From an optimization exercise on the open Yosys and OpenROAD flow, aimed at a short achievable clock period and few clock cycles per item; shortcuts taken in it are not production practice.
In this exercise RTL edits were held to simulation tests only and were not proved equivalent to the original.
Power figures rest on the tool's default switching activity, not on a simulated workload.

==> flow/config.mk <==
export PLATFORM = sky130hd
export DESIGN_NAME = pcie_app
export DESIGN_NICKNAME = pcie_app
export VERILOG_FILES = /design/flow/design.v
export SDC_FILE = /design/flow/constraint.sdc
export NUM_CORES = 4
export LEC_CHECK = 0
export ABC_CLOCK_PERIOD_IN_PS = 1800
export CAP_MARGIN = 20
export CORE_MARGIN = 2
export CORE_UTILIZATION = 50
export SETUP_SLACK_MARGIN = 2.0
export SLEW_MARGIN = 20
export TNS_END_PERCENT = 10
==> flow/constraint.sdc <==
create_clock -name core_clock -period 4.0 [get_ports {pcie_core_clk_i}]
set_input_delay 0.8000 -clock core_clock [delete_from_list [all_inputs] [get_ports {pcie_core_clk_i}]]
set_output_delay 0.8000 -clock core_clock [all_outputs]
set_load 0.01 [all_outputs]
==> flow/design.v <==
package pcie_app_pkg;
  localparam int DATA_W      = 64;
  localparam int KEEP_W      = DATA_W / 8;
  localparam int REG_ADDR_W  = 10;
  localparam int USER_ADDR_W = 9;
  localparam logic [31:0] DESIGN_ID = 32'hA5E0_0101;
  localparam logic [7:0] FMT_TYPE_MRD32 = 8'h00;
  localparam logic [7:0] FMT_TYPE_MWR32 = 8'h40;
  localparam logic [7:0] FMT_TYPE_CPLD  = 8'h4A;
  typedef union packed {
    struct packed {
      logic [15:0] rid;
      logic [7:0]  tag;
      logic [3:0]  last_be;
      logic [3:0]  first_be;
      logic [7:0]  fmt_type;
      logic        rsvd0;
      logic [2:0]  tc;
      logic [3:0]  rsvd1;
      logic        td;
      logic        ep;
      logic [1:0]  attr;
      logic [1:0]  rsvd2;
      logic [9:0]  length;
    } hdr;
    struct packed {
      logic [31:0] data;
      logic [29:0] addr;
      logic [1:0]  addr_rsvd;
    } ad;
  } tlp_beat_u;
endpackage
`timescale 1ns/100ps
import pcie_app_pkg::*;
module pcie_rx_engine
#(
  parameter int CQ_N = 8
)
(
  input  logic                  pcie_core_clk_i,
  input  logic                  rst_n_i,
  input  logic [DATA_W-1:0]     m_axis_rx_tdata_i,
  input  logic                  m_axis_rx_tlast_i,
  input  logic                  m_axis_rx_tvalid_i,
  output logic                  m_axis_rx_tready_o,
  input  logic                  space_ok_i,
  output logic                  addr_phase_o,
  output logic                  push_o,
  output logic                  cur_wr_o,
  output logic [REG_ADDR_W-1:0] cur_addr_o,
  output logic [31:0]           cur_data_o,
  output logic [2:0]            hdr_tc_o,
  output logic [1:0]            hdr_attr_o,
  output logic [15:0]           hdr_rid_o,
  output logic [7:0]            hdr_tag_o,
  input  logic [CQ_N-1:0]       cur_slot_i,
  output logic                  req_rd_o,
  output logic [15:1]           req_we_o,
  output logic [15:0]           req_sel_o,
  output logic [31:0]           req_data_o,
  output logic [CQ_N-1:0]       req_slot_o
);
  localparam logic [1:0] ST_HDR     = 2'd0;
  localparam logic [1:0] ST_ADDR    = 2'd1;
  localparam logic [1:0] ST_DISCARD = 2'd2;
  logic [1:0]  state_q;
  logic        tready_q;
  logic        beat_ok;
  logic        hdr_supported;
  logic        hdr_wr_q;
  logic [15:0] sel;
  pcie_app_pkg::tlp_beat_u beat;
  function automatic logic [31:0] dw_swap(input logic [31:0] dw);
    dw_swap = {dw[7:0], dw[15:8], dw[23:16], dw[31:24]};
  endfunction
  assign beat    = m_axis_rx_tdata_i;
  assign beat_ok = m_axis_rx_tvalid_i && tready_q;
  assign m_axis_rx_tready_o = tready_q;
  assign hdr_supported = ((beat.hdr.fmt_type == FMT_TYPE_MRD32) ||
                          (beat.hdr.fmt_type == FMT_TYPE_MWR32)) &&
                         (beat.hdr.length == 10'd1);
  assign addr_phase_o = (state_q == ST_ADDR);
  assign push_o       = beat_ok && addr_phase_o;
  assign cur_wr_o     = hdr_wr_q;
  assign cur_addr_o   = beat.ad.addr[REG_ADDR_W-1:0];
  assign cur_data_o   = dw_swap(beat.ad.data);
  always_comb
    for (int i = 0; i < 16; i++)
      sel[i] = (cur_addr_o == REG_ADDR_W'(i));
  always_ff @(posedge pcie_core_clk_i or negedge rst_n_i)
  begin
    if (!rst_n_i)
    begin
      state_q  <= ST_HDR;
      tready_q <= 1'b1;
      req_rd_o <= 1'b0;
      req_we_o <= '0;
    end
    else
    begin
      tready_q <= space_ok_i;
      req_rd_o <= push_o && !hdr_wr_q && !cur_addr_o[REG_ADDR_W-1];
      req_we_o <= (push_o && hdr_wr_q) ? sel[15:1] : '0;
      if (beat_ok)
      begin
        case (state_q)
          ST_HDR:
            if (!m_axis_rx_tlast_i)
              state_q <= hdr_supported ? ST_ADDR : ST_DISCARD;
          ST_ADDR:
            state_q <= ST_HDR;
          default:
            if (m_axis_rx_tlast_i)
              state_q <= ST_HDR;
        endcase
      end
    end
  end
  always_ff @(posedge pcie_core_clk_i)
  begin
    if (state_q == ST_HDR)
    begin
      hdr_wr_q   <= beat.hdr.fmt_type[6];
      hdr_tc_o   <= beat.hdr.tc;
      hdr_attr_o <= beat.hdr.attr;
      hdr_rid_o  <= beat.hdr.rid;
      hdr_tag_o  <= beat.hdr.tag;
    end
    if (state_q == ST_ADDR)
    begin
      req_data_o <= cur_data_o;
      req_slot_o <= cur_slot_i;
      req_sel_o  <= sel;
    end
  end
endmodule
`timescale 1ns/100ps
import pcie_app_pkg::*;
module pcie_reg_file
#(
  parameter int NUM_REGS = 16,
  parameter int UQ_N     = 4,
  parameter int CQ_N     = 8
)
(
  input  logic                   pcie_core_clk_i,
  input  logic                   rst_n_i,
  input  logic                   addr_phase_i,
  input  logic                   push_i,
  input  logic                   space_i,
  input  logic                   cur_wr_i,
  input  logic [REG_ADDR_W-1:0]  cur_addr_i,
  input  logic [31:0]            cur_data_i,
  input  logic [CQ_N-1:0]        cur_slot_i,
  input  logic [15:1]            req_we_i,
  input  logic [15:0]            req_sel_i,
  input  logic [31:0]            req_data_i,
  output logic [31:0]            local_rdata_o,
  output logic                   uq_space_ok_o,
  output logic [CQ_N-1:0]        uret_slot_o,
  output logic [31:0]            uret_data_o,
  output logic [USER_ADDR_W-1:0] user_addr_o,
  output logic [31:0]            user_data_o,
  output logic                   user_wr_req_o,
  input  logic [31:0]            user_data_i,
  input  logic                   user_rd_ack_i,
  output logic                   user_rd_req_o
);
  logic [31:0]           regs_q [1:NUM_REGS-1];
  logic [NUM_REGS-1:1]   written_q;
  always_comb
  begin
    local_rdata_o = req_sel_i[0] ? DESIGN_ID : '0;
    for (int i = 1; i < NUM_REGS; i++)
      local_rdata_o = local_rdata_o | (regs_q[i] & {32{req_sel_i[i] && written_q[i]}});
  end
  always_ff @(posedge pcie_core_clk_i or negedge rst_n_i)
  begin
    if (!rst_n_i)
      written_q <= '0;
    else
      written_q <= written_q | req_we_i[NUM_REGS-1:1];
  end
  always_ff @(posedge pcie_core_clk_i)
  begin
    for (int i = 1; i < NUM_REGS; i++)
      if (req_we_i[i])
        regs_q[i] <= req_data_i;
  end
  logic              uq_rd   [UQ_N];
  logic [8:0]        uq_addr [UQ_N];
  logic [31:0]       uq_data [UQ_N];
  logic [CQ_N-1:0]   uq_slot [UQ_N];
  logic [UQ_N-1:0]   uq_v;
  logic [UQ_N-1:0]   uq_wp;
  logic [UQ_N-1:0]   uq_rp;
  logic              uq_push;
  logic              uq_pop;
  logic              head_ok;
  logic              head_rd;
  logic [8:0]        head_addr;
  logic [31:0]       head_data;
  logic [CQ_N-1:0]   head_slot;
  logic              bus_free;
  logic [CQ_N-1:0]   cur_slot_q;
  assign uq_push  = push_i && cur_addr_i[REG_ADDR_W-1];
  assign head_ok  = |(uq_v & uq_rp);
  assign bus_free = !user_rd_req_o || user_rd_ack_i;
  assign uq_pop   = bus_free && head_ok;
  assign uq_space_ok_o = !(|(uq_v & uq_wp));
  always_comb
  begin
    head_rd   = 1'b0;
    head_addr = '0;
    head_data = '0;
    head_slot = '0;
    for (int i = 0; i < UQ_N; i++)
    begin
      head_rd   = head_rd   | (uq_rd[i] & uq_rp[i]);
      head_addr = head_addr | (uq_addr[i] & {9{uq_rp[i]}});
      head_data = head_data | (uq_data[i] & {32{uq_rp[i]}});
      head_slot = head_slot | (uq_slot[i] & {CQ_N{uq_rp[i]}});
    end
  end
  always_ff @(posedge pcie_core_clk_i)
  begin
    for (int i = 0; i < UQ_N; i++)
      if (addr_phase_i && space_i && uq_wp[i])
      begin
        uq_rd[i]   <= !cur_wr_i;
        uq_addr[i] <= cur_addr_i[8:0];
        uq_data[i] <= cur_data_i;
        uq_slot[i] <= cur_slot_i;
      end
  end
  always_ff @(posedge pcie_core_clk_i or negedge rst_n_i)
  begin
    if (!rst_n_i)
    begin
      uq_wp <= UQ_N'(1);
      uq_rp <= UQ_N'(1);
      uq_v  <= '0;
    end
    else
    begin
      if (uq_push)
        uq_wp <= {uq_wp[UQ_N-2:0], uq_wp[UQ_N-1]};
      if (uq_pop)
        uq_rp <= {uq_rp[UQ_N-2:0], uq_rp[UQ_N-1]};
      uq_v <= (uq_v & ~(uq_rp & {UQ_N{uq_pop}})) | (uq_wp & {UQ_N{uq_push}});
    end
  end
  assign uret_slot_o = cur_slot_q & {CQ_N{user_rd_req_o && user_rd_ack_i}};
  assign uret_data_o = user_data_i;
  always_ff @(posedge pcie_core_clk_i or negedge rst_n_i)
  begin
    if (!rst_n_i)
    begin
      user_wr_req_o <= 1'b0;
      user_rd_req_o <= 1'b0;
    end
    else if (bus_free)
    begin
      user_wr_req_o <= head_ok && !head_rd;
      user_rd_req_o <= head_ok && head_rd;
    end
  end
  always_ff @(posedge pcie_core_clk_i)
  begin
    if (uq_pop)
    begin
      user_addr_o <= head_addr;
      user_data_o <= head_data;
      cur_slot_q  <= head_slot;
    end
  end
endmodule
`timescale 1ns/100ps
import pcie_app_pkg::*;
module pcie_tx_engine
#(
  parameter int CQ_N = 8
)
(
  input  logic              pcie_core_clk_i,
  input  logic              rst_n_i,
  input  logic              s_axis_tx_tready_i,
  output logic [DATA_W-1:0] s_axis_tx_tdata_o,
  output logic [KEEP_W-1:0] s_axis_tx_tkeep_o,
  output logic              s_axis_tx_tlast_o,
  output logic              s_axis_tx_tvalid_o,
  input  logic              addr_phase_i,
  input  logic              space_i,
  input  logic              push_i,
  input  logic [2:0]        req_tc_i,
  input  logic [1:0]        req_attr_i,
  input  logic [15:0]       req_rid_i,
  input  logic [7:0]        req_tag_i,
  input  logic [4:0]        req_addr_i,
  output logic [CQ_N-1:0]   push_slot_o,
  output logic              space_ok_o,
  input  logic [CQ_N-1:0]   fill_l_i,
  input  logic [31:0]       fill_l_data_i,
  input  logic [CQ_N-1:0]   fill_u_i,
  input  logic [31:0]       fill_u_data_i,
  input  logic [15:0]       completer_id_i
);
  function automatic logic [31:0] dw_swap(input logic [31:0] dw);
    dw_swap = {dw[7:0], dw[15:8], dw[23:16], dw[31:24]};
  endfunction
  logic [2:0]        cq_tc   [CQ_N];
  logic [1:0]        cq_attr [CQ_N];
  logic [15:0]       cq_rid  [CQ_N];
  logic [7:0]        cq_tag  [CQ_N];
  logic [4:0]        cq_addr [CQ_N];
  logic [31:0]       cq_val  [CQ_N];
  logic [CQ_N-1:0]   cq_rdy;
  logic [CQ_N-1:0]   cq_v;
  logic [CQ_N-1:0]   cq_wp;
  logic [CQ_N-1:0]   cq_rp;
  logic              cq_pop;
  logic [15:0]       cid_q;
  assign push_slot_o = cq_wp;
  assign space_ok_o  = !(|(cq_v & cq_wp));
  always_ff @(posedge pcie_core_clk_i)
  begin
    for (int i = 0; i < CQ_N; i++)
    begin
      if (addr_phase_i && space_i && cq_wp[i])
      begin
        cq_tc[i]   <= req_tc_i;
        cq_attr[i] <= req_attr_i;
        cq_rid[i]  <= req_rid_i;
        cq_tag[i]  <= req_tag_i;
        cq_addr[i] <= req_addr_i;
        cq_rdy[i]  <= 1'b0;
      end
      else if (fill_l_i[i] || fill_u_i[i])
        cq_rdy[i] <= 1'b1;
      if (fill_l_i[i])
        cq_val[i] <= fill_l_data_i;
      else if (fill_u_i[i])
        cq_val[i] <= fill_u_data_i;
    end
    cid_q <= completer_id_i;
  end
  always_ff @(posedge pcie_core_clk_i or negedge rst_n_i)
  begin
    if (!rst_n_i)
    begin
      cq_wp <= CQ_N'(1);
      cq_rp <= CQ_N'(1);
      cq_v  <= '0;
    end
    else
    begin
      if (push_i)
        cq_wp <= {cq_wp[CQ_N-2:0], cq_wp[CQ_N-1]};
      if (cq_pop)
        cq_rp <= {cq_rp[CQ_N-2:0], cq_rp[CQ_N-1]};
      cq_v <= (cq_v & ~(cq_rp & {CQ_N{cq_pop}})) | (cq_wp & {CQ_N{push_i}});
    end
  end
  logic [2:0]  h_tc;
  logic [1:0]  h_attr;
  logic [15:0] h_rid;
  logic [7:0]  h_tag;
  logic [4:0]  h_addr;
  logic [31:0] h_val;
  logic [63:0] beat0;
  logic [63:0] beat1;
  logic        advance;
  logic        sent0_q;
  logic        head_ok;
  logic        head_rdy;
  always_comb
  begin
    h_tc   = '0;
    h_attr = '0;
    h_rid  = '0;
    h_tag  = '0;
    h_addr = '0;
    h_val  = '0;
    for (int i = 0; i < CQ_N; i++)
    begin
      h_tc   = h_tc   | (cq_tc[i]   & {3{cq_rp[i]}});
      h_attr = h_attr | (cq_attr[i] & {2{cq_rp[i]}});
      h_rid  = h_rid  | (cq_rid[i]  & {16{cq_rp[i]}});
      h_tag  = h_tag  | (cq_tag[i]  & {8{cq_rp[i]}});
      h_addr = h_addr | (cq_addr[i] & {5{cq_rp[i]}});
      h_val  = h_val  | (cq_val[i]  & {32{cq_rp[i]}});
    end
  end
  assign beat0 = {cid_q, 3'b000, 1'b0, 12'd4,
                  FMT_TYPE_CPLD, 1'b0, h_tc, 4'b0000, 2'b00, h_attr, 2'b00, 10'd1};
  assign beat1 = {dw_swap(h_val), h_rid, h_tag, 1'b0, h_addr, 2'b00};
  assign s_axis_tx_tkeep_o = '1;
  assign head_ok  = |(cq_v & cq_rp);
  assign head_rdy = |(cq_v & cq_rdy & cq_rp);
  assign advance  = s_axis_tx_tready_i || !s_axis_tx_tvalid_o;
  assign cq_pop   = advance && sent0_q && head_rdy;
  always_ff @(posedge pcie_core_clk_i or negedge rst_n_i)
  begin
    if (!rst_n_i)
    begin
      s_axis_tx_tvalid_o <= 1'b0;
      sent0_q            <= 1'b0;
    end
    else if (advance)
    begin
      s_axis_tx_tvalid_o <= sent0_q ? head_rdy : head_ok;
      sent0_q            <= sent0_q ? !head_rdy : head_ok;
    end
  end
  always_ff @(posedge pcie_core_clk_i)
  begin
    if (advance)
    begin
      s_axis_tx_tlast_o <= sent0_q;
      s_axis_tx_tdata_o <= sent0_q ? beat1 : beat0;
    end
  end
endmodule
`timescale 1ns/100ps
import pcie_app_pkg::*;
module pcie_app
#(
  parameter int NUM_REGS = 16
)
(
  input  logic                   pcie_core_clk_i,
  input  logic                   rst_n_i,
  input  logic                   s_axis_tx_tready_i,
  output logic [DATA_W-1:0]      s_axis_tx_tdata_o,
  output logic [KEEP_W-1:0]      s_axis_tx_tkeep_o,
  output logic                   s_axis_tx_tlast_o,
  output logic                   s_axis_tx_tvalid_o,
  input  logic [DATA_W-1:0]      m_axis_rx_tdata_i,
  input  logic                   m_axis_rx_tlast_i,
  input  logic                   m_axis_rx_tvalid_i,
  output logic                   m_axis_rx_tready_o,
  input  logic [7:0]             cfg_bus_number_i,
  input  logic [4:0]             cfg_device_number_i,
  input  logic [2:0]             cfg_function_number_i,
  output logic [31:0]            user_data_o,
  output logic [USER_ADDR_W-1:0] user_addr_o,
  output logic                   user_wr_req_o,
  input  logic [31:0]            user_data_i,
  input  logic                   user_rd_ack_i,
  output logic                   user_rd_req_o
);
  localparam int CQ_N = 8;
  localparam int UQ_N = 4;
  logic [15:0]           completer_id;
  logic                  space_ok;
  logic                  cq_space_ok;
  logic                  uq_space_ok;
  logic                  addr_phase;
  logic                  push;
  logic                  cur_wr;
  logic [REG_ADDR_W-1:0] cur_addr;
  logic [31:0]           cur_data;
  logic [2:0]            hdr_tc;
  logic [1:0]            hdr_attr;
  logic [15:0]           hdr_rid;
  logic [7:0]            hdr_tag;
  logic [CQ_N-1:0]       cur_slot;
  logic                  req_rd;
  logic [15:1]           req_we;
  logic [15:0]           req_sel;
  logic [31:0]           req_data;
  logic [CQ_N-1:0]       req_slot;
  logic [31:0]           local_rdata;
  logic [CQ_N-1:0]       uret_slot;
  logic [31:0]           uret_data;
  assign completer_id = {cfg_bus_number_i, cfg_device_number_i, cfg_function_number_i};
  assign space_ok = cq_space_ok && uq_space_ok;
  pcie_rx_engine #(
    .CQ_N (CQ_N)
  ) rx_engine0 (
    .pcie_core_clk_i    (pcie_core_clk_i),
    .rst_n_i            (rst_n_i),
    .m_axis_rx_tdata_i  (m_axis_rx_tdata_i),
    .m_axis_rx_tlast_i  (m_axis_rx_tlast_i),
    .m_axis_rx_tvalid_i (m_axis_rx_tvalid_i),
    .m_axis_rx_tready_o (m_axis_rx_tready_o),
    .space_ok_i         (space_ok),
    .addr_phase_o       (addr_phase),
    .push_o             (push),
    .cur_wr_o           (cur_wr),
    .cur_addr_o         (cur_addr),
    .cur_data_o         (cur_data),
    .hdr_tc_o           (hdr_tc),
    .hdr_attr_o         (hdr_attr),
    .hdr_rid_o          (hdr_rid),
    .hdr_tag_o          (hdr_tag),
    .cur_slot_i         (cur_slot),
    .req_rd_o           (req_rd),
    .req_we_o           (req_we),
    .req_sel_o          (req_sel),
    .req_data_o         (req_data),
    .req_slot_o         (req_slot)
  );
  pcie_reg_file #(
    .NUM_REGS (NUM_REGS),
    .UQ_N     (UQ_N),
    .CQ_N     (CQ_N)
  ) reg_file0 (
    .pcie_core_clk_i (pcie_core_clk_i),
    .rst_n_i         (rst_n_i),
    .addr_phase_i    (addr_phase),
    .push_i          (push),
    .space_i         (m_axis_rx_tready_o),
    .cur_wr_i        (cur_wr),
    .cur_addr_i      (cur_addr),
    .cur_data_i      (cur_data),
    .cur_slot_i      (cur_slot),
    .req_we_i        (req_we),
    .req_sel_i       (req_sel),
    .req_data_i      (req_data),
    .local_rdata_o   (local_rdata),
    .uq_space_ok_o   (uq_space_ok),
    .uret_slot_o     (uret_slot),
    .uret_data_o     (uret_data),
    .user_addr_o     (user_addr_o),
    .user_data_o     (user_data_o),
    .user_wr_req_o   (user_wr_req_o),
    .user_data_i     (user_data_i),
    .user_rd_ack_i   (user_rd_ack_i),
    .user_rd_req_o   (user_rd_req_o)
  );
  pcie_tx_engine #(
    .CQ_N (CQ_N)
  ) tx_engine0 (
    .pcie_core_clk_i    (pcie_core_clk_i),
    .rst_n_i            (rst_n_i),
    .s_axis_tx_tready_i (s_axis_tx_tready_i),
    .s_axis_tx_tdata_o  (s_axis_tx_tdata_o),
    .s_axis_tx_tkeep_o  (s_axis_tx_tkeep_o),
    .s_axis_tx_tlast_o  (s_axis_tx_tlast_o),
    .s_axis_tx_tvalid_o (s_axis_tx_tvalid_o),
    .addr_phase_i       (addr_phase),
    .space_i            (m_axis_rx_tready_o),
    .push_i             (push && !cur_wr),
    .req_tc_i           (hdr_tc),
    .req_attr_i         (hdr_attr),
    .req_rid_i          (hdr_rid),
    .req_tag_i          (hdr_tag),
    .req_addr_i         (cur_addr[4:0]),
    .push_slot_o        (cur_slot),
    .space_ok_o         (cq_space_ok),
    .fill_l_i           (req_slot & {CQ_N{req_rd}}),
    .fill_l_data_i      (local_rdata),
    .fill_u_i           (uret_slot),
    .fill_u_data_i      (uret_data),
    .completer_id_i     (completer_id)
  );
endmodule
==> flow/run.sh <==
#!/bin/bash
# synth_recipe.tcl (not shown) runs the flow's synth.tcl, then flattens the netlist and writes it again
# the make line also repeats each setting of config.mk as NAME=value (left out here)
make -C /OpenROAD-flow-scripts/flow DESIGN_CONFIG=/design/flow/config.mk WORK_HOME=/design/flow/orfs CLKGATE_MAP_FILE= SYNTH_SCRIPT=/design/flow/synth_recipe.tcl finish
==> results of run 1 <==
-- path summary, 6_finish.rpt --
check,start,depth (start not counted),to
min in group core_clock,cfg_function_number_i[1],1,tx_engine0.cid_q[1]
worst min register to register,tx_engine0.cq_rdy[1],1,tx_engine0.cq_rdy[1]
max in group asynchronous,rst_n_i,2,reg_file0.written_q[12]
worst min-delay path,rst_n_i,1,rx_engine0.state_q[0]
worst max register to register,rx_engine0.state_q[1],3,tx_engine0.cq_tag[6][7]
worst max-delay path,reg_file0.user_wr_req_o,1,user_wr_req_o
-- per-layer routing --
| metal | up-vias | share of wire, % |
|---|---|---|
| li1 | 14518 | - |
| met1 | 17588 | 39 |
| met2 | 2121 | 48 |
| met3 | 308 | 9.8 |
| met4 | 4 | 2.5 |
| met5 | - | 0.017 |
-- registers in the layout, summed over array words and instances, names as in the netlist, 9 cells and up --
name,flops
tx_engine0.cq_tag,64
reg_file0.user_data_o,32
rx_engine0.req_we_o,15
rx_engine0.req_data_o,32
reg_file0.uq_slot,32
tx_engine0.cq_tc,24
tx_engine0.cq_attr,16
reg_file0.uq_addr,36
reg_file0.user_addr_o,9
reg_file0.regs_q,480
rx_engine0.req_sel_o,16
tx_engine0.cid_q,16
reg_file0.uq_data,128
rx_engine0.hdr_rid_o,16
tx_engine0.cq_val,256
tx_engine0.s_axis_tx_tdata_o,62
tx_engine0.cq_rid,128
tx_engine0.cq_addr,40
reg_file0.written_q,15
-- what timing repair did --
action | 4_1_cts | 5_1_grt
setup endpoints to repair | 1175 | 1023
pin swaps | 27 | 15
resized for setup | 273 | 78
buffers inserted | 48 | 30
gates cloned | 6 | 2
hold buffers | 0 | 0
-- per-stage QoR --
stage	setup WS [ns]	cells
floorplan	1.651	3495
global placement	0.9767	5015
detailed placement	0.9708	5015
CTS	1.714	5344
global route	1.699	5379
finish	1.760	5381
-- where the power goes --
group,internal (W),switching [W],total [W]
Sequential,0.0171,0.0000494,0.0172
Combinational,0.000180,0.000247,0.000426
Clock,0.00836,0.00584,0.0142
Total,0.0257,0.00614,0.0318
-- placed cells by master, fill, tap and decap left out, types with 9 or more instances in the layout --
cell type,Yosys,layout
a31oi_1,208,206
a22oi_1,386,385
a222oi_1,18,18
nand4_1,42,42
clkbuf_16,0,162
a22o_1,63,62
clkinv_2,0,21
dfrtp_1,69,46
and4_4,0,14
mux2_2,12,12
a21oi_1,85,59
dfxtp_1,24,24
dfrtp_2,0,12
clkdlybuf4s50_1,0,109
nand3_1,161,161
edfxtp_1,1406,1406
clkdlybuf4s15_1,0,22
clkbuf_1,180,36
a221o_1,9,9
bufinv_16,0,13
or2_2,15,15
nor2_1,311,310
buf_12,0,27
and2_2,0,10
buf_6,9,13
and2_4,1,31
buf_8,0,10
clkbuf_8,0,9
and4_2,0,13
nand2_1,111,111
a41oi_1,36,34
dfrtp_4,0,11
clkinv_1,0,21
dlygate4sd2_1,0,73
a221oi_1,45,45
nor4_4,9,9
conb_1,2,10
a21oi_2,0,26
buf_4,10,139
-- final cells by class --
class | instances | area [µm²]
clock inverter | 69 | 733.2
multi-input combinational | 1679 | 10860
inverter | 9 | 33.78
antenna | 4 | 10.01
timing repair buffer | 410 | 4045
clock buffer | 206 | 4288
tap | 1500 | 1877
sequential | 1504 | 44620
fill | 8265 | 45720
-- logic make-up (layout without fill, tap and decap cells) --
logic type | after synthesis | in the layout | synth area share [%]
flops | 1504 | 1504 | 79.09
compound gates | 895 | 895 | 11.55
simple gates | 753 | 761 | 6.658
buf+inv | 320 | 694 | 2.438
mux | 13 | 13 | 0.2576
other cells | 2 | 14 | 0.01333
==> impl_metrics.ini, run 1 <==
[sta]
setup_viol = 0
fin_skew_ns = 0.03200
hold_viol = 0
hold_ws_ns = 0.1195
period_share_pct = 55.99
setup_tns_ns = 0
timing.fmax_mhz = 446.5
tightest_slew_ns = 1.142
slew_headroom_pct = 23.85
post-route-min-period_ns = 2.240
drv_slew = 0
rsz0062_at_grt = yes

[place]
placed_cell_area_um2 = 60110
hpwl_um = 92030
gp_congestion = 0.8347
port_buffers = 218

[clocking]
max-clock-path-buffers = 3
clock-sinks = 1504
numCtsBuffers = 151
ctsHtreeMaxLevel = 4
cts_tree = yes
clk_latency_ns = 0.77
clkTransAtPathRegs_ns = 0.06
clockRootBuffer = clkbuf_16

[yosys]
yosysSeqAreaShare_pct = 79.09
syn-mean-instance-area_um2 = 16.16
synth_top_area_cell = edfxtp_1
post-synth-top-count-cell = edfxtp_1
ys_warn_count = 14
synthTopCellsByArea = edfxtp_1 (75%), a22oi_1 (5.1%), dfrtp_1 (3.1%)
synth_cell_types = 58
synthArstFlopShare_pct = 4.920
netlist.area_leader.share_pct = 74.94
netlist_instances = 3487
syn_area_um2 = 56340
synth_seq_cells = 1504
synth_flop_cell = edfxtp_1
synth_edf_count = 1406
synth_common_cells = edfxtp_1 (1,406), a22oi_1 (386), nor2_1 (311)

[worst_setup_path]
crit_path_start_kind = flop
crit_required_ns = 3.20
critPathSlowestCell = dfrtp_1
cp-end-kind = output pin
cp_top_family = flip-flops
r2r_slack_ns = 1.79
critical_path.max_stage_delay_ns = 0.44
crit_fanout = 2
worstPathCellList = clkdlybuf4s15_2
arrival_ns = 1.44
critical_path_class = reg2out
cp_num_buf_inv = 1

[grt]
grt_max_degree = 65
met2_usage_pct = 45.71
use_met1_pct = 39.50
grtUsageMet3_pct = 4.413
grt_pass1_wl_um = 233900
top_usage_layer = met2
overflow = 0
grt_usage_pct = 28.17
grt_pass1_vias = 33474
antenna_found_initial = 10

[drt]
wl_per_cell_um = 31.07
vias_per_cell = 6.419
vias = 34539
drc_errors = 0
drtPass1Iterations = 8
wirelength_um = 167200
drtIter0Drc = 4727
drtAntennaViolNets = 0

[layout]
post-route-util_pct = 59.24
drive_above_1_share_pct = 16.02
nNetsFinal = 3873
area_growth_pct = 17.97
final_area_um2 = 66470

[worst_hold_path]
hp-class = in2async

[power_and_ir_drop]
peakVddDrop_uv = 436.3
power.leakage_nw = 21.69
power_density_nw_per_um2 = 478.6
power.total_w = 0.03181

[die]
die_w_um = 339.7
initial_core_util_pct = 50.22
die-area_um2 = 115400
die_h_um = 339.7
row_count = 123
core_um2 = 112200
io_pins = 236

[run_status]
status = no timing/DRC/antenna violations

[job]
maxCapViolCount = 0
Testbench counts, summed over its fixed seeds: cycles 6,429, requests 3,200.
==> inputs of run 2 (changes only) <==
--- a/flow/design.v
+++ b/flow/design.v
@@ -92,13 +92,11 @@
     if (!rst_n_i)
     begin
       state_q  <= ST_HDR;
-      tready_q <= 1'b1;
       req_rd_o <= 1'b0;
       req_we_o <= '0;
     end
     else
     begin
-      tready_q <= space_ok_i;
       req_rd_o <= push_o && !hdr_wr_q && !cur_addr_o[REG_ADDR_W-1];
       req_we_o <= (push_o && hdr_wr_q) ? sel[15:1] : '0;
       if (beat_ok)
@@ -118,6 +116,7 @@
   end
   always_ff @(posedge pcie_core_clk_i)
   begin
+    tready_q <= space_ok_i;
     if (state_q == ST_HDR)
     begin
       hdr_wr_q   <= beat.hdr.fmt_type[6];
@@ -145,9 +144,7 @@
 (
   input  logic                   pcie_core_clk_i,
   input  logic                   rst_n_i,
-  input  logic                   addr_phase_i,
   input  logic                   push_i,
-  input  logic                   space_i,
   input  logic                   cur_wr_i,
   input  logic [REG_ADDR_W-1:0]  cur_addr_i,
   input  logic [31:0]            cur_data_i,
@@ -225,7 +222,7 @@
   always_ff @(posedge pcie_core_clk_i)
   begin
     for (int i = 0; i < UQ_N; i++)
-      if (addr_phase_i && space_i && uq_wp[i])
+      if (uq_wp[i] && !uq_v[i])
       begin
         uq_rd[i]   <= !cur_wr_i;
         uq_addr[i] <= cur_addr_i[8:0];
@@ -289,8 +286,6 @@
   output logic [KEEP_W-1:0] s_axis_tx_tkeep_o,
   output logic              s_axis_tx_tlast_o,
   output logic              s_axis_tx_tvalid_o,
-  input  logic              addr_phase_i,
-  input  logic              space_i,
   input  logic              push_i,
   input  logic [2:0]        req_tc_i,
   input  logic [1:0]        req_attr_i,
@@ -326,7 +321,7 @@
   begin
     for (int i = 0; i < CQ_N; i++)
     begin
-      if (addr_phase_i && space_i && cq_wp[i])
+      if (cq_wp[i] && !cq_v[i])
       begin
         cq_tc[i]   <= req_tc_i;
         cq_attr[i] <= req_attr_i;
@@ -508,9 +503,7 @@
   ) reg_file0 (
     .pcie_core_clk_i (pcie_core_clk_i),
     .rst_n_i         (rst_n_i),
-    .addr_phase_i    (addr_phase),
     .push_i          (push),
-    .space_i         (m_axis_rx_tready_o),
     .cur_wr_i        (cur_wr),
     .cur_addr_i      (cur_addr),
     .cur_data_i      (cur_data),
@@ -539,8 +532,6 @@
     .s_axis_tx_tkeep_o  (s_axis_tx_tkeep_o),
     .s_axis_tx_tlast_o  (s_axis_tx_tlast_o),
     .s_axis_tx_tvalid_o (s_axis_tx_tvalid_o),
-    .addr_phase_i       (addr_phase),
-    .space_i            (m_axis_rx_tready_o),
     .push_i             (push && !cur_wr),
     .req_tc_i           (hdr_tc),
     .req_attr_i         (hdr_attr),
--- a/flow/config.mk
+++ b/flow/config.mk
@@ -9,6 +9,6 @@
 export CAP_MARGIN = 20
 export CORE_MARGIN = 2
 export CORE_UTILIZATION = 50
-export SETUP_SLACK_MARGIN = 2.0
+export SETUP_SLACK_MARGIN = 2.1
 export SLEW_MARGIN = 20
-export TNS_END_PERCENT = 10
+export TNS_END_PERCENT = 100
==> run 2 against run 1 <==
Effect of this change: maximum frequency increased by 0.61%; highest routed layer unchanged; largest cell class unchanged; synthesized area down 0.20%; critical endpoint is now s_axis_tx_tdata_o[38]; non-clock buffer count increased by 93; cell count is 1.7% higher; flip-flop and latch count is the same; global-route usage is 1.7 points higher; wire length rose by 5.9%; register-to-register slack better by 0.06 ns.
==> impl_metrics.ini, run 2 <==
[yosys]
synth_flop_cell = edfxtp_1
yosysSeqAreaShare_pct = 79.23
synth_top_area_cell = edfxtp_1
synth_cell_types = 54
syn_area_um2 = 56230
synthTopCellsByArea = edfxtp_1 (75%), a22oi_1 (5.2%), dfrtp_1 (3.1%)
netlist.area_leader.share_pct = 75.08
post-synth-top-count-cell = edfxtp_1
netlist_instances = 3467
synth_seq_cells = 1504
ys_warn_count = 14
syn-mean-instance-area_um2 = 16.22
synth_common_cells = edfxtp_1 (1,406), a22oi_1 (389), nor2_1 (310)
synthArstFlopShare_pct = 4.854
synth_edf_count = 1406

[drt]
vias_per_cell = 6.574
drtAntennaViolNets = 0
vias = 35986
drtPass1Iterations = 7
drtIter0Drc = 5571
wl_per_cell_um = 32.34
wirelength_um = 177000
drc_errors = 0

[job]
maxCapViolCount = 0

[sta]
setup_tns_ns = 0
setup_viol = 0
slew_headroom_pct = 31.16
fin_ws_ns = 1.774
rsz0062_at_grt = yes
hold_viol = 0
drv_slew = 0
post-route-min-period_ns = 2.226
tightest_slew_ns = 1.033
fin_skew_ns = 0.02445
timing.fmax_mhz = 449.2
period_share_pct = 55.65

[die]
initial_core_util_pct = 50.19
die_w_um = 339.4
die-area_um2 = 115200
io_pins = 236
core_um2 = 112000
row_count = 123
die_h_um = 339.4

[worst_setup_path]
r2r_slack_ns = 1.85
critPathSlowestCell = edfxtp_1
crit_required_ns = 3.20
cp_top_family = flip-flops
cp-end-kind = output pin
ff2ff_path_depth = 6
critical_path.max_stage_delay_ns = 0.47
critical_path_class = reg2out
cp_num_buf_inv = 1
arrival_ns = 1.43
crit_path_start_kind = flop
crit_fanout = 1
reg2reg_from = rx_engine0.req_sel_o[3]
rr_endpoint = tx_engine0.cq_val[0][3]
worstPathCellList = buf_2

[place]
pre_cts_slack_ns = 1.078
port_buffers = 218
placed_cell_area_um2 = 59900
placed_cells = 4966
gp_congestion = 0.8400
hpwl_um = 89720

[layout]
drive_above_1_share_pct = 26.02
fin_cells = 5474
area_growth_pct = 23.25
largest_reg_flops = 480
n_fill_cell = 8027
regMostFlops = reg_file0.regs_q
final_area_um2 = 69310
top_regs = reg_file0.regs_q (480), tx_engine0.cq_val (256)
regArea_um2 = 44620
final_common_cell = edfxtp_1
nNetsFinal = 3969
layout_common_cells = edfxtp_1 (1,406), a22oi_1 (348), nor2_1 (309)
multi_input_area_um2 = 12990

[clocking]
max-clock-path-buffers = 3
ctsHtreeMaxLevel = 4
clock-sinks = 1504
numCtsBuffers = 155
clk_latency_ns = 0.77
clkTransAtPathRegs_ns = 0.06
clockRootBuffer = clkbuf_16
cts_tree = yes

[grt]
grt_pass1_wl_um = 246300
antenna_found_initial = 11
grt_max_degree = 65
overflow = 0
grt_usage_pct = 29.89
grt_pass1_vias = 34423

[run_status]
status = no timing/DRC/antenna violations

[power_and_ir_drop]
power.leakage_nw = 22.47
power_density_nw_per_um2 = 454.6
peakVddDrop_uv = 410.8

[worst_hold_path]
hp-class = in2async
[run 2: metrics by stage]
stage	power, W	util [%]	hold WS [ns]
after floorplan	0.01767	-	0.4591
after global placement	0.01790	53.47	0.4801
after CTS	0.03153	59.87	0.08255
after detailed placement	0.01793	53.47	0.4745
final	0.03150	61.86	0.07917
after global routing	0.03227	61.85	0.1170
[run 2: how the worst max path moves through the flow]
stage,startpoint,to,slack [ns],cells past startpoint
global route,tx_engine0.s_axis_tx_tdata_o[43],s_axis_tx_tdata_o[43],1.76,1
floorplan,rx_engine0.req_sel_o[15],tx_engine0.cq_val[0][29],2.10,7
finish,tx_engine0.s_axis_tx_tdata_o[38],s_axis_tx_tdata_o[38],1.77,1
global placement,user_rd_ack_i,tx_engine0.cq_val[4][3],1.10,3
CTS,tx_engine0.s_axis_tx_tdata_o[43],s_axis_tx_tdata_o[43],1.75,1
detailed placement,user_rd_ack_i,tx_engine0.cq_val[2][3],1.08,3
[run 2: kinds of logic after synthesis]
| family | count (synthesis) | share of synthesized area [%] |
|---|---|---|
| AOI/OAI and AO/OA | 901 | 11.69 |
| buffers and inverters | 319 | 2.428 |
| DFF | 1504 | 79.23 |
| muxes | 13 | 0.2581 |
| other | 2 | 0.01336 |
| and+or+nand+nor | 728 | 6.377 |
[run 2: layout make-up]
class | instances | area share (%)
Antenna cell | 4 | 0.01444
Sequential cell | 1504 | 64.38
Inverter | 8 | 0.04513
Multi-Input combinational cell | 1679 | 18.74
Timing Repair Buffer | 503 | 7.185
Clock inverter | 80 | 1.004
Tap cell | 1500 | 2.708
Clock buffer | 196 | 5.923
[run 2: power by group]
part / total (W) / switching (W) / internal, W
Combinational: 0.000506 / 0.000282 / 0.000224
Sequential: 0.0172 / 0.0000551 / 0.0171
Clock: 0.0138 / 0.00586 / 0.00795
[run 2: repair_timing]
item                       CTS  global route
resized for setup          760           266
pin swaps                  188           157
setup endpoints to repair  993           551
hold buffers                 0             0
cloned                      28             4
setup buffers              152            43
[run 2: per-layer routing]
layer | up-vias | track usage (%) | share of wire [%]
met5 | - | 0 | 0.024
met4 | 8 | 12.25 | 4.0
met3 | 437 | 6.468 | 11
met2 | 2365 | 46.91 | 47
met1 | 18455 | 40.93 | 38
li1 | 14721 | - | -
Testbench counts of run 2, summed over its fixed seeds: cycles 6,429, requests 3,200.
==> inputs of run 3 (changes only) <==
--- a/flow/design.v
+++ b/flow/design.v
@@ -65,6 +65,7 @@
   localparam logic [1:0] ST_DISCARD = 2'd2;
   logic [1:0]  state_q;
   logic        tready_q;
+  logic        ntready_q;
   logic        beat_ok;
   logic        hdr_supported;
   logic        hdr_wr_q;
@@ -74,7 +75,7 @@
     dw_swap = {dw[7:0], dw[15:8], dw[23:16], dw[31:24]};
   endfunction
   assign beat    = m_axis_rx_tdata_i;
-  assign beat_ok = m_axis_rx_tvalid_i && tready_q;
+  assign beat_ok = m_axis_rx_tvalid_i && !ntready_q;
   assign m_axis_rx_tready_o = tready_q;
   assign hdr_supported = ((beat.hdr.fmt_type == FMT_TYPE_MRD32) ||
                           (beat.hdr.fmt_type == FMT_TYPE_MWR32)) &&
@@ -116,7 +117,8 @@
   end
   always_ff @(posedge pcie_core_clk_i)
   begin
-    tready_q <= space_ok_i;
+    tready_q  <= space_ok_i;
+    ntready_q <= !space_ok_i;
     if (state_q == ST_HDR)
     begin
       hdr_wr_q   <= beat.hdr.fmt_type[6];
@@ -191,31 +193,39 @@
   logic [UQ_N-1:0]   uq_v;
   logic [UQ_N-1:0]   uq_wp;
   logic [UQ_N-1:0]   uq_rp;
+  logic [UQ_N-1:0]   uq_nx;
   logic              uq_push;
   logic              uq_pop;
-  logic              head_ok;
-  logic              head_rd;
-  logic [8:0]        head_addr;
-  logic [31:0]       head_data;
+  logic              rd_wait;
+  logic [UQ_N-1:0]   sel;
+  logic              sel_v;
+  logic              sel_rd;
+  logic [8:0]        sel_addr;
+  logic [31:0]       sel_data;
   logic [CQ_N-1:0]   head_slot;
-  logic              bus_free;
-  logic [CQ_N-1:0]   cur_slot_q;
-  assign uq_push  = push_i && cur_addr_i[REG_ADDR_W-1];
-  assign head_ok  = |(uq_v & uq_rp);
-  assign bus_free = !user_rd_req_o || user_rd_ack_i;
-  assign uq_pop   = bus_free && head_ok;
+  logic              wr_d;
+  logic              rd_d;
+  logic              nwr_q;
+  logic              nrd_q;
+  assign uq_push = push_i && cur_addr_i[REG_ADDR_W-1];
+  assign uq_nx   = {uq_rp[UQ_N-2:0], uq_rp[UQ_N-1]};
+  assign uq_pop  = !nwr_q || (!nrd_q && user_rd_ack_i);
+  assign rd_wait = !nrd_q && !user_rd_ack_i;
+  assign sel     = uq_pop ? uq_nx : uq_rp;
   assign uq_space_ok_o = !(|(uq_v & uq_wp));
   always_comb
   begin
-    head_rd   = 1'b0;
-    head_addr = '0;
-    head_data = '0;
+    sel_v     = 1'b0;
+    sel_rd    = 1'b0;
+    sel_addr  = '0;
+    sel_data  = '0;
     head_slot = '0;
     for (int i = 0; i < UQ_N; i++)
     begin
-      head_rd   = head_rd   | (uq_rd[i] & uq_rp[i]);
-      head_addr = head_addr | (uq_addr[i] & {9{uq_rp[i]}});
-      head_data = head_data | (uq_data[i] & {32{uq_rp[i]}});
+      sel_v     = sel_v     | (uq_v[i] & sel[i]);
+      sel_rd    = sel_rd    | (uq_rd[i] & sel[i]);
+      sel_addr  = sel_addr  | (uq_addr[i] & {9{sel[i]}});
+      sel_data  = sel_data  | (uq_data[i] & {32{sel[i]}});
       head_slot = head_slot | (uq_slot[i] & {CQ_N{uq_rp[i]}});
     end
   end
@@ -243,33 +253,35 @@
       if (uq_push)
         uq_wp <= {uq_wp[UQ_N-2:0], uq_wp[UQ_N-1]};
       if (uq_pop)
-        uq_rp <= {uq_rp[UQ_N-2:0], uq_rp[UQ_N-1]};
+        uq_rp <= uq_nx;
       uq_v <= (uq_v & ~(uq_rp & {UQ_N{uq_pop}})) | (uq_wp & {UQ_N{uq_push}});
     end
   end
-  assign uret_slot_o = cur_slot_q & {CQ_N{user_rd_req_o && user_rd_ack_i}};
+  assign uret_slot_o = head_slot & {CQ_N{!nrd_q && user_rd_ack_i}};
   assign uret_data_o = user_data_i;
+  assign wr_d = !rd_wait && sel_v && !sel_rd;
+  assign rd_d = rd_wait || (sel_v && sel_rd);
   always_ff @(posedge pcie_core_clk_i or negedge rst_n_i)
   begin
     if (!rst_n_i)
     begin
       user_wr_req_o <= 1'b0;
       user_rd_req_o <= 1'b0;
+      nwr_q         <= 1'b1;
+      nrd_q         <= 1'b1;
     end
-    else if (bus_free)
+    else
     begin
-      user_wr_req_o <= head_ok && !head_rd;
-      user_rd_req_o <= head_ok && head_rd;
+      user_wr_req_o <= wr_d;
+      user_rd_req_o <= rd_d;
+      nwr_q         <= !wr_d;
+      nrd_q         <= !rd_d;
     end
   end
   always_ff @(posedge pcie_core_clk_i)
   begin
-    if (uq_pop)
-    begin
-      user_addr_o <= head_addr;
-      user_data_o <= head_data;
-      cur_slot_q  <= head_slot;
-    end
+    user_addr_o <= sel_addr;
+    user_data_o <= sel_data;
   end
 endmodule
 `timescale 1ns/100ps
@@ -356,64 +368,92 @@
       cq_v <= (cq_v & ~(cq_rp & {CQ_N{cq_pop}})) | (cq_wp & {CQ_N{push_i}});
     end
   end
-  logic [2:0]  h_tc;
-  logic [1:0]  h_attr;
-  logic [15:0] h_rid;
-  logic [7:0]  h_tag;
-  logic [4:0]  h_addr;
-  logic [31:0] h_val;
-  logic [63:0] beat0;
-  logic [63:0] beat1;
-  logic        advance;
-  logic        sent0_q;
-  logic        head_ok;
-  logic        head_rdy;
+  logic [CQ_N-1:0] nx;
+  logic [63:0]     beat0;
+  logic [63:0]     beat1;
+  logic [63:0]     beat0_nx;
+  logic            sent0_q;
+  logic            taken;
+  logic            sel_nx;
+  logic            sel_b1;
+  logic            head_rdy;
+  assign nx = {cq_rp[CQ_N-2:0], cq_rp[CQ_N-1]};
+  function automatic logic [63:0] beat0_of(input logic [CQ_N-1:0] oh);
+    logic [2:0] tc;
+    logic [1:0] attr;
+    tc   = '0;
+    attr = '0;
+    for (int i = 0; i < CQ_N; i++)
+    begin
+      tc   = tc   | (cq_tc[i]   & {3{oh[i]}});
+      attr = attr | (cq_attr[i] & {2{oh[i]}});
+    end
+    beat0_of = {cid_q, 3'b000, 1'b0, 12'd4,
+                FMT_TYPE_CPLD, 1'b0, tc, 4'b0000, 2'b00, attr, 2'b00, 10'd1};
+  endfunction
   always_comb
   begin
-    h_tc   = '0;
-    h_attr = '0;
-    h_rid  = '0;
-    h_tag  = '0;
-    h_addr = '0;
-    h_val  = '0;
+    logic [15:0] rid;
+    logic [7:0]  tag;
+    logic [4:0]  addr;
+    logic [31:0] val;
+    rid  = '0;
+    tag  = '0;
+    addr = '0;
+    val  = '0;
     for (int i = 0; i < CQ_N; i++)
     begin
-      h_tc   = h_tc   | (cq_tc[i]   & {3{cq_rp[i]}});
-      h_attr = h_attr | (cq_attr[i] & {2{cq_rp[i]}});
-      h_rid  = h_rid  | (cq_rid[i]  & {16{cq_rp[i]}});
-      h_tag  = h_tag  | (cq_tag[i]  & {8{cq_rp[i]}});
-      h_addr = h_addr | (cq_addr[i] & {5{cq_rp[i]}});
-      h_val  = h_val  | (cq_val[i]  & {32{cq_rp[i]}});
+      rid  = rid  | (cq_rid[i]  & {16{cq_rp[i]}});
+      tag  = tag  | (cq_tag[i]  & {8{cq_rp[i]}});
+      addr = addr | (cq_addr[i] & {5{cq_rp[i]}});
+      val  = val  | (cq_val[i]  & {32{cq_rp[i]}});
     end
+    beat1 = {dw_swap(val), rid, tag, 1'b0, addr, 2'b00};
   end
-  assign beat0 = {cid_q, 3'b000, 1'b0, 12'd4,
-                  FMT_TYPE_CPLD, 1'b0, h_tc, 4'b0000, 2'b00, h_attr, 2'b00, 10'd1};
-  assign beat1 = {dw_swap(h_val), h_rid, h_tag, 1'b0, h_addr, 2'b00};
+  assign beat0    = beat0_of(cq_rp);
+  assign beat0_nx = beat0_of(nx);
   assign s_axis_tx_tkeep_o = '1;
-  assign head_ok  = |(cq_v & cq_rp);
-  assign head_rdy = |(cq_v & cq_rdy & cq_rp);
-  assign advance  = s_axis_tx_tready_i || !s_axis_tx_tvalid_o;
-  assign cq_pop   = advance && sent0_q && head_rdy;
+  logic tvalid;
+  logic tvalid_d;
+  logic ntvalid_q;
+  logic ntlast_q;
+  assign tvalid   = !ntvalid_q;
+  assign head_rdy = |(cq_rdy & cq_rp);
+  assign taken    = tvalid && s_axis_tx_tready_i;
+  assign cq_pop   = taken && !ntlast_q;
+  assign sel_nx   = cq_pop;
+  assign sel_b1   = tvalid ? (s_axis_tx_tready_i || !ntlast_q) : sent0_q;
+  always_comb
+  begin
+    if (tvalid && !s_axis_tx_tready_i)
+      tvalid_d = 1'b1;
+    else if (sel_nx)
+      tvalid_d = |(cq_v & nx);
+    else if (sel_b1)
+      tvalid_d = head_rdy;
+    else
+      tvalid_d = |(cq_v & cq_rp);
+  end
   always_ff @(posedge pcie_core_clk_i or negedge rst_n_i)
   begin
     if (!rst_n_i)
     begin
       s_axis_tx_tvalid_o <= 1'b0;
+      ntvalid_q          <= 1'b1;
       sent0_q            <= 1'b0;
     end
-    else if (advance)
+    else
     begin
-      s_axis_tx_tvalid_o <= sent0_q ? head_rdy : head_ok;
-      sent0_q            <= sent0_q ? !head_rdy : head_ok;
+      s_axis_tx_tvalid_o <= tvalid_d;
+      ntvalid_q          <= !tvalid_d;
+      sent0_q            <= sel_b1 && !sel_nx && !head_rdy;
     end
   end
   always_ff @(posedge pcie_core_clk_i)
   begin
-    if (advance)
-    begin
-      s_axis_tx_tlast_o <= sent0_q;
-      s_axis_tx_tdata_o <= sent0_q ? beat1 : beat0;
-    end
+    s_axis_tx_tlast_o <= sel_b1 && !sel_nx;
+    ntlast_q          <= !(sel_b1 && !sel_nx);
+    s_axis_tx_tdata_o <= sel_nx ? beat0_nx : (sel_b1 ? beat1 : beat0);
   end
 endmodule
 `timescale 1ns/100ps
==> run 3 against run 2 <==
Effect of this change: wire length fell by 2.7%; via count fell by 2.9%; power rose by 0.79%; critical path depth did not move; die area fell by 3.1%; worst hold slack improved by 0.037 ns; sequential power barely moved; clock power barely moved; highest routed layer unchanged.
==> impl_metrics.ini, run 3 <==
[sta]
hold_viol = 0
timing.fmax_mhz = 474.6
tightest_slew_ns = 1.114
setup_viol = 0
post-route-min-period_ns = 2.107
setup_tns_ns = 0
hold_ws_ns = 0.1160
rsz0062_at_grt = yes
slew_headroom_pct = 25.72
period_share_pct = 52.68
drv_slew = 0
fin_skew_ns = 0.03492

[yosys]
synth_top_area_cell = edfxtp_1
post-synth-top-count-cell = edfxtp_1
synth_flop_cell = edfxtp_1
netlist.area_leader.share_pct = 71.37
yosysSeqAreaShare_pct = 79.70
netlist_instances = 3388
synth_common_cells = edfxtp_1 (1,294), a22oi_1 (431), nor2_1 (334)
synth_seq_cells = 1501
ys_warn_count = 14
synth_cell_types = 54
synthArstFlopShare_pct = 5.063
synthTopCellsByArea = edfxtp_1 (71%), a22oi_1 (5.9%), dfxtp_1 (4.8%)
syn_area_um2 = 54440
synth_edf_count = 1294
syn-mean-instance-area_um2 = 16.07

[power_and_ir_drop]
power.total_w = 0.03175
combPwrFrac_pct = 2.2
p_clk_share_pct = 44.0
power_density_nw_per_um2 = 457.0
switching_power_w = 0.006397
power.leakage_nw = 22.96
pwr-share-seq_pct = 53.8
swShare_pct = 20.15
peakVddDrop_uv = 447.2
internal_power_w = 0.02536

[clocking]
clockRootBuffer = clkbuf_16
clock-sinks = 1501
hold_buffers = 0
ctsHtreeMaxLevel = 4
numCtsBuffers = 155
max-clock-path-buffers = 3
cts_tree = yes
clkTransAtPathRegs_ns = 0.06
clk_latency_ns = 0.77

[worst_setup_path]
critical_path_class = reg2out
cp_top_family = flip-flops
cp-end-kind = output pin
crit_fanout = 1
critPathSlowestCell = dfrtp_1
worstPathCellList = buf_2
r2r_slack_ns = 1.92
critical_path.max_stage_delay_ns = 0.40
arrival_ns = 1.31
crit_path_start_kind = flop
cp_num_buf_inv = 1
crit_required_ns = 3.20

[drt]
wirelength_um = 172200
wl_per_cell_um = 32.00
drtIter0Drc = 4785
vias_per_cell = 6.496
drc_errors = 0
drtPass1Iterations = 7
drtAntennaViolNets = 0
vias = 34948

[die]
io_pins = 236
die_h_um = 334.0
die-area_um2 = 111500
row_count = 121
die_w_um = 334.0
core_um2 = 108400
initial_core_util_pct = 50.23

[grt]
use_met1_pct = 40.34
top_usage_layer = met2
grt_pass1_wl_um = 236200
grt_usage_pct = 29.65
grtUsageMet3_pct = 6.390
grt_max_degree = 65
overflow = 0
met2_usage_pct = 47.49
antenna_found_initial = 15
grt_pass1_vias = 33640

[layout]
final_common_cell = edfxtp_1
drive_above_1_share_pct = 32.29
regMostFlops = reg_file0.regs_q
fin_cells = 5380
post-route-util_pct = 64.10
nNetsFinal = 3945
area_growth_pct = 27.61
largest_reg_flops = 480
top_regs = reg_file0.regs_q (480), tx_engine0.cq_val (256)
n_fill_cell = 7503
layout_common_cells = edfxtp_1 (1,294), nor2_1 (325), a22oi_1 (293)

[run_status]
status = no timing/DRC/antenna violations

[place]
port_buffers = 218
placed_cells = 4857
hpwl_um = 81530
gp_congestion = 0.7841

[job]
maxCapViolCount = 0

[worst_hold_path]
hp-class = in2async
run 3: cell count changes in the layout (fill, tap and decap cells not counted), sizes merged, moves of 15 or more:
cell	before	now
a21oi	85	268
and4	28	1
dfxtp	25	131
a22oi	389	431
a31oi	208	59
a221oi	45	86
a41oi	36	0
nand4	39	58
a22o	57	99
nor2	310	356
edfxtp	1406	1294
clkbuf	200	222
nand3	149	27
a21o	16	1
run 3: final timing paths:
kind,endpoint,start,cells past startpoint
worst max-delay path,user_wr_req_o,reg_file0.user_wr_req_o,1
worst min-delay path,rx_engine0.state_q[0],rst_n_i,1
max in group asynchronous,reg_file0.written_q[12],rst_n_i,2
worst min register to register,reg_file0.user_data_o[23],reg_file0.uq_data[0][23],2
worst max register to register,tx_engine0.cq_val[3][29],reg_file0.written_q[14],9
min in group core_clock,tx_engine0.cq_addr[0][4],m_axis_rx_tdata_i[6],1
run 3: routing by layer:
metal | vias to the layer above | wire, µm
met5 | - | 74
met4 | 12 | 6191
met3 | 380 | 18150
met2 | 2149 | 81380
met1 | 18030 | 66370
li1 | 14377 | -
run 3: per-stage QoR:
stage               area (µm²)  worst slack (ns)
CTS                      67250             1.835
detailed placement       58580            0.7942
global route             69460             1.856
floorplan                54990             1.532
finish                   69480             1.893
global placement         58580            0.8487
run 3: repair_timing:
action | CTS | global route
endpoints found under the setup margin | 997 | 746
pin swaps | 204 | 274
cloned | 36 | 7
buffers inserted | 119 | 65
resized for setup | 934 | 330
run 3: worst register-to-register path, stage by stage (launching register included):
cell and delay, ns:
dfrtp_1 0.37, and2_4 0.19, buf_6 0.12, buf_12 0.12, buf_16 0.16, a22oi_2 0.17
nand4_1 0.17, nor3_4 0.24, buf_12 0.18, a21oi_2 0.08
run 3: power groups by stage:
stage,Combinational [W],Sequential (W),Clock (W)
final,0.000709,0.0171,0.0140
after global routing,0.000758,0.0171,0.0147
after CTS,0.000652,0.0171,0.0141
after detailed placement,0.000639,0.0174,0
after global placement,0.000615,0.0174,0
after floorplan,0.000252,0.0174,0
run 3: cells by family (layout without fill, tap and decap cells):
kind of cell | Yosys count | count (layout) | share of synthesized area [%]
AOI/OAI and AO/OA | 984 | 984 | 12.76
buffers and inverters | 266 | 813 | 1.958
other | 2 | 21 | 0.01379
and+or+nand+nor | 615 | 625 | 5.168
muxes | 20 | 22 | 0.4068
DFF | 1501 | 1501 | 79.70
run 3: layout make-up:
type / count / area, µm² / share of cell area (%)
Inverter: 6 / 27.53 / 0.03962
Clock buffer: 216 / 4405 / 6.341
Tap cell: 1414 / 1769 / 2.546
Multi-Input combinational cell: 1641 / 12690 / 18.26
Antenna cell: 11 / 27.53 / 0.03962
Timing Repair Buffer: 522 / 6475 / 9.319
Clock inverter: 69 / 521.8 / 0.7509
Sequential cell: 1501 / 43570 / 62.70
Testbench counts of run 3, summed over its fixed seeds: cycles 6,429, requests 3,200.
==> inputs of run 4 (changes only) <==
--- a/flow/design.v
+++ b/flow/design.v
@@ -58,7 +58,8 @@
   output logic [15:1]           req_we_o,
   output logic [15:0]           req_sel_o,
   output logic [31:0]           req_data_o,
-  output logic [CQ_N-1:0]       req_slot_o
+  output logic [CQ_N-1:0]       req_slot_o,
+  input  logic [15:1]           written_i
 );
   localparam logic [1:0] ST_HDR     = 2'd0;
   localparam logic [1:0] ST_ADDR    = 2'd1;
@@ -131,7 +132,7 @@
     begin
       req_data_o <= cur_data_o;
       req_slot_o <= cur_slot_i;
-      req_sel_o  <= sel;
+      req_sel_o  <= sel & {written_i | req_we_o, 1'b1};
     end
   end
 endmodule
@@ -155,6 +156,7 @@
   input  logic [15:0]            req_sel_i,
   input  logic [31:0]            req_data_i,
   output logic [31:0]            local_rdata_o,
+  output logic [NUM_REGS-1:1]    written_o,
   output logic                   uq_space_ok_o,
   output logic [CQ_N-1:0]        uret_slot_o,
   output logic [31:0]            uret_data_o,
@@ -167,11 +169,12 @@
 );
   logic [31:0]           regs_q [1:NUM_REGS-1];
   logic [NUM_REGS-1:1]   written_q;
+  assign written_o = written_q;
   always_comb
   begin
     local_rdata_o = req_sel_i[0] ? DESIGN_ID : '0;
     for (int i = 1; i < NUM_REGS; i++)
-      local_rdata_o = local_rdata_o | (regs_q[i] & {32{req_sel_i[i] && written_q[i]}});
+      local_rdata_o = local_rdata_o | (regs_q[i] & {32{req_sel_i[i]}});
   end
   always_ff @(posedge pcie_core_clk_i or negedge rst_n_i)
   begin
@@ -506,6 +509,7 @@
   logic [31:0]           req_data;
   logic [CQ_N-1:0]       req_slot;
   logic [31:0]           local_rdata;
+  logic [15:1]           written;
   logic [CQ_N-1:0]       uret_slot;
   logic [31:0]           uret_data;
   assign completer_id = {cfg_bus_number_i, cfg_device_number_i, cfg_function_number_i};
@@ -534,7 +538,8 @@
     .req_we_o           (req_we),
     .req_sel_o          (req_sel),
     .req_data_o         (req_data),
-    .req_slot_o         (req_slot)
+    .req_slot_o         (req_slot),
+    .written_i          (written)
   );
   pcie_reg_file #(
     .NUM_REGS (NUM_REGS),
@@ -552,6 +557,7 @@
     .req_sel_i       (req_sel),
     .req_data_i      (req_data),
     .local_rdata_o   (local_rdata),
+    .written_o       (written),
     .uq_space_ok_o   (uq_space_ok),
     .uret_slot_o     (uret_slot),
     .uret_data_o     (uret_data),
==> run 4 against run 3 <==
Effect of this change: still clean on timing, DRC and antenna; wire length decreased by 5.2%; register-to-register slack improved by 0.06 ns; sequential power about the same; clock skew decreased by 0.012 ns; largest power group unchanged.
==> impl_metrics.ini, run 4 <==
[run_status]
status = no timing/DRC/antenna violations

[clocking]
clk_latency_ns = 0.76
clock-sinks = 1501
ctsHtreeMaxLevel = 4
numCtsBuffers = 152
cts_tree = yes
max-clock-path-buffers = 3
clkTransAtPathRegs_ns = 0.06
clockRootBuffer = clkbuf_16

[grt]
grt_usage_pct = 28.26
grt_max_degree = 65
antenna_found_initial = 4
grt_pass1_wl_um = 226400
overflow = 0
grt_pass1_vias = 32797

[yosys]
synthTopCellsByArea = edfxtp_1 (72%), a22oi_1 (5.7%), dfxtp_1 (4.8%)
synth-compound-area-share_pct = 12.84
synth_top_family_by_area = compound AO/OA/AOI/OAI gates
muxShareOfSynthArea_pct = 0.4220
synth_xor_area_share_pct = 0
synth_common_cells = edfxtp_1 (1,294), a22oi_1 (411), nor2_1 (347)
synth-simple-area-share_pct = 4.923
synth_cell_types = 46
syn_area_um2 = 54260
post-synth-top-count-cell = edfxtp_1
ys_warn_count = 14
yosysSeqAreaShare_pct = 79.96
netlist_instances = 3355
synth_seq_cells = 1501
netlist.area_leader.share_pct = 71.61
synth_flop_cell = edfxtp_1
synthArstFlopShare_pct = 5.063
synth_fa_ha_area_share_pct = 0
syn-mean-instance-area_um2 = 16.17
synth_top_area_cell = edfxtp_1
synth_edf_count = 1294

[drt]
wirelength_um = 163200
vias = 33841
drc_errors = 0
drtPass1Iterations = 7
drtIter0Drc = 3914
wl_per_cell_um = 30.88
vias_per_cell = 6.403
drtAntennaViolNets = 0

[worst_setup_path]
cp_num_buf_inv = 1
critPathSlowestCell = dfrtp_1
crit_required_ns = 3.20
critical_path.max_stage_delay_ns = 0.41
crit_path_start_kind = flop
cp-end-kind = output pin
arrival_ns = 1.29
worstPathCellList = buf_6
cp_top_family = flip-flops
crit_fanout = 1
critical_path_class = reg2out

[power_and_ir_drop]
pwr-share-seq_pct = 53.7
combPwrFrac_pct = 2.2
swShare_pct = 19.85
p_clk_share_pct = 44.1
power.leakage_nw = 22.35
internal_power_w = 0.02546
peakVddDrop_uv = 399.0
power_density_nw_per_um2 = 468.1
switching_power_w = 0.006305

[sta]
timing.fmax_mhz = 479.0
period_share_pct = 52.19
post-route-min-period_ns = 2.088
rsz0062_at_grt = yes
setup_viol = 0
fin_skew_ns = 0.02338
tightest_slew_ns = 1.003
setup_tns_ns = 0
hold_viol = 0
slew_headroom_pct = 33.04
drv_slew = 0

[die]
row_count = 120
die-area_um2 = 111200
die_h_um = 333.4
io_pins = 236
die_w_um = 333.4
initial_core_util_pct = 50.55
core_um2 = 107400

[layout]
layout_common_cells = edfxtp_1 (1,294), a22oi_1 (378), nor2_1 (311)
post-route-util_pct = 63.21
multi_input_area_um2 = 12070
n_fill_cell = 7535
regArea_um2 = 43560
antenna_cells = 0
area_growth_pct = 25.05
regMostFlops = reg_file0.regs_q
drive_above_1_share_pct = 28.54
top_regs = reg_file0.regs_q (480), tx_engine0.cq_val (256)
final_common_cell = edfxtp_1
nNetsFinal = 3877
largest_reg_flops = 480

[place]
gp_congestion = 0.7825
port_buffers = 218
hpwl_um = 82270

[worst_hold_path]
hp-class = in2async

[job]
maxCapViolCount = 0
## run 4: path summary, 6_finish.rpt
check                                             start                  endpoint  slack, ns  depth (start not counted)
worst max register to register  rx_engine0.req_sel_o[6]  tx_engine0.cq_val[1][13]       1.98                          9
min in group core_clock          reg_file0.written_q[6]    reg_file0.written_q[6]       0.44                          1
worst max-delay path            reg_file0.user_wr_req_o             user_wr_req_o       1.91                          1
worst min-delay path                            rst_n_i     rx_engine0.state_q[1]       0.15                          1
max in group asynchronous                       rst_n_i      tx_engine0.ntvalid_q       2.98                          2
worst min register to register   reg_file0.written_q[6]    reg_file0.written_q[6]       0.44                          1
## run 4: layer usage
| metal | vias to the layer above | routed length [µm] | GRT usage [%] |
|---|---|---|---|
| li1 | 14194 | - | - |
| met1 | 17548 | 65040 | 38.94 |
| met2 | 1807 | 77300 | 45.46 |
| met3 | 286 | 15460 | 5.756 |
| met4 | 6 | 5368 | 9.059 |
| met5 | - | 42 | 0 |
## run 4: cell type report
cell class / instances / share of cell area, %
clock buffer: 205 / 6.231
clock inverter: 72 / 1.034
inverter: 5 / 0.03503
multi-input combinational: 1622 / 17.78
sequential: 1501 / 64.19
tap: 1403 / 2.587
timing repair buffer: 477 / 8.143
## run 4: repair_timing
action / 4_1_cts / 5_1_grt
cloned: 12 / 16
pin swaps: 129 / 267
setup endpoints to repair: 927 / 627
buffers inserted: 98 / 46
endpoints found under the hold margin: 0 / 0
hold buffers: 0 / 0
gates resized for setup: 833 / 310
## run 4: kinds of logic (layout without fill, tap and decap cells)
| family | count (synthesis) | in the layout |
|---|---|---|
| other cells | 2 | 10 |
| simple gates | 600 | 604 |
| compound gates | 984 | 984 |
| flops | 1501 | 1501 |
| mux | 20 | 24 |
| buf+inv | 248 | 759 |
## run 4: power by group through the flow
stage                     logic (W)  registers [W]  clock network, W
after floorplan            0.000252         0.0174                 0
after global placement     0.000615         0.0174                 0
after detailed placement   0.000640         0.0174                 0
after CTS                  0.000631         0.0171            0.0141
after global routing       0.000739         0.0171            0.0148
final                      0.000691         0.0171            0.0140
## run 4: per-stage QoR
step / hold slack (ns) / total power [W] / cell area (µm²) / std cells / setup WS [ns]
after CTS: 0.1444 / 0.03183 / 65820 / 5223 / 1.860
after global placement: 0.4303 / 0.01800 / 58450 / 4836 / 0.8559
after detailed placement: 0.4298 / 0.01804 / 58450 / 4836 / 0.7762
after floorplan: 0.4175 / 0.01764 / 54740 / 3363 / 1.544
after global routing: 0.1729 / 0.03258 / 67860 / 5285 / 1.865
final: 0.1476 / 0.03177 / 67860 / 5285 / 1.912
Testbench counts of run 4, summed over its fixed seeds: cycles 6,429, requests 3,200.

-- what the ideal ports hide --
The results above use ideal ports. As a check the final layouts listed here were re-extracted and re-timed, cells and wires unchanged.
Step 1: set_driving_cell puts a clkbuf_16 on pcie_core_clk_i and a buf_2 on each other input, an assumption about the parent block.
Step 2 adds t to the input delays and takes it off the output delays; t is the mean of the earliest and latest rising clock arrival at the registers after step 1. Input paths then give back, and output paths get back, about the clock's delay inside the block.
Slacks: ideal ports / drivers / drivers and shift; pairs: ideal ports / drivers.
| run | t, ns | setup WS [ns] | worst setup path after step 2 | cell pins on the clock port's net |
|---|---|---|---|---|
| run 1 | 0.828 | 1.760 / 1.680 / 1.021 | input to register | 1 |
| run 2 | 0.833 | 1.774 / 1.694 / 1.342 | input to register | 1 |
| run 3 | 0.827 | 1.893 / 1.818 / 1.391 | input to register | 1 |
| run 4 | 0.814 | 1.912 / 1.842 / 1.297 | input to register | 1 |
After both steps every run listed still meets setup and hold. The setup slack of run 1, which loses most, moves by -0.080 ns with the drivers and by -0.739 ns with both steps.
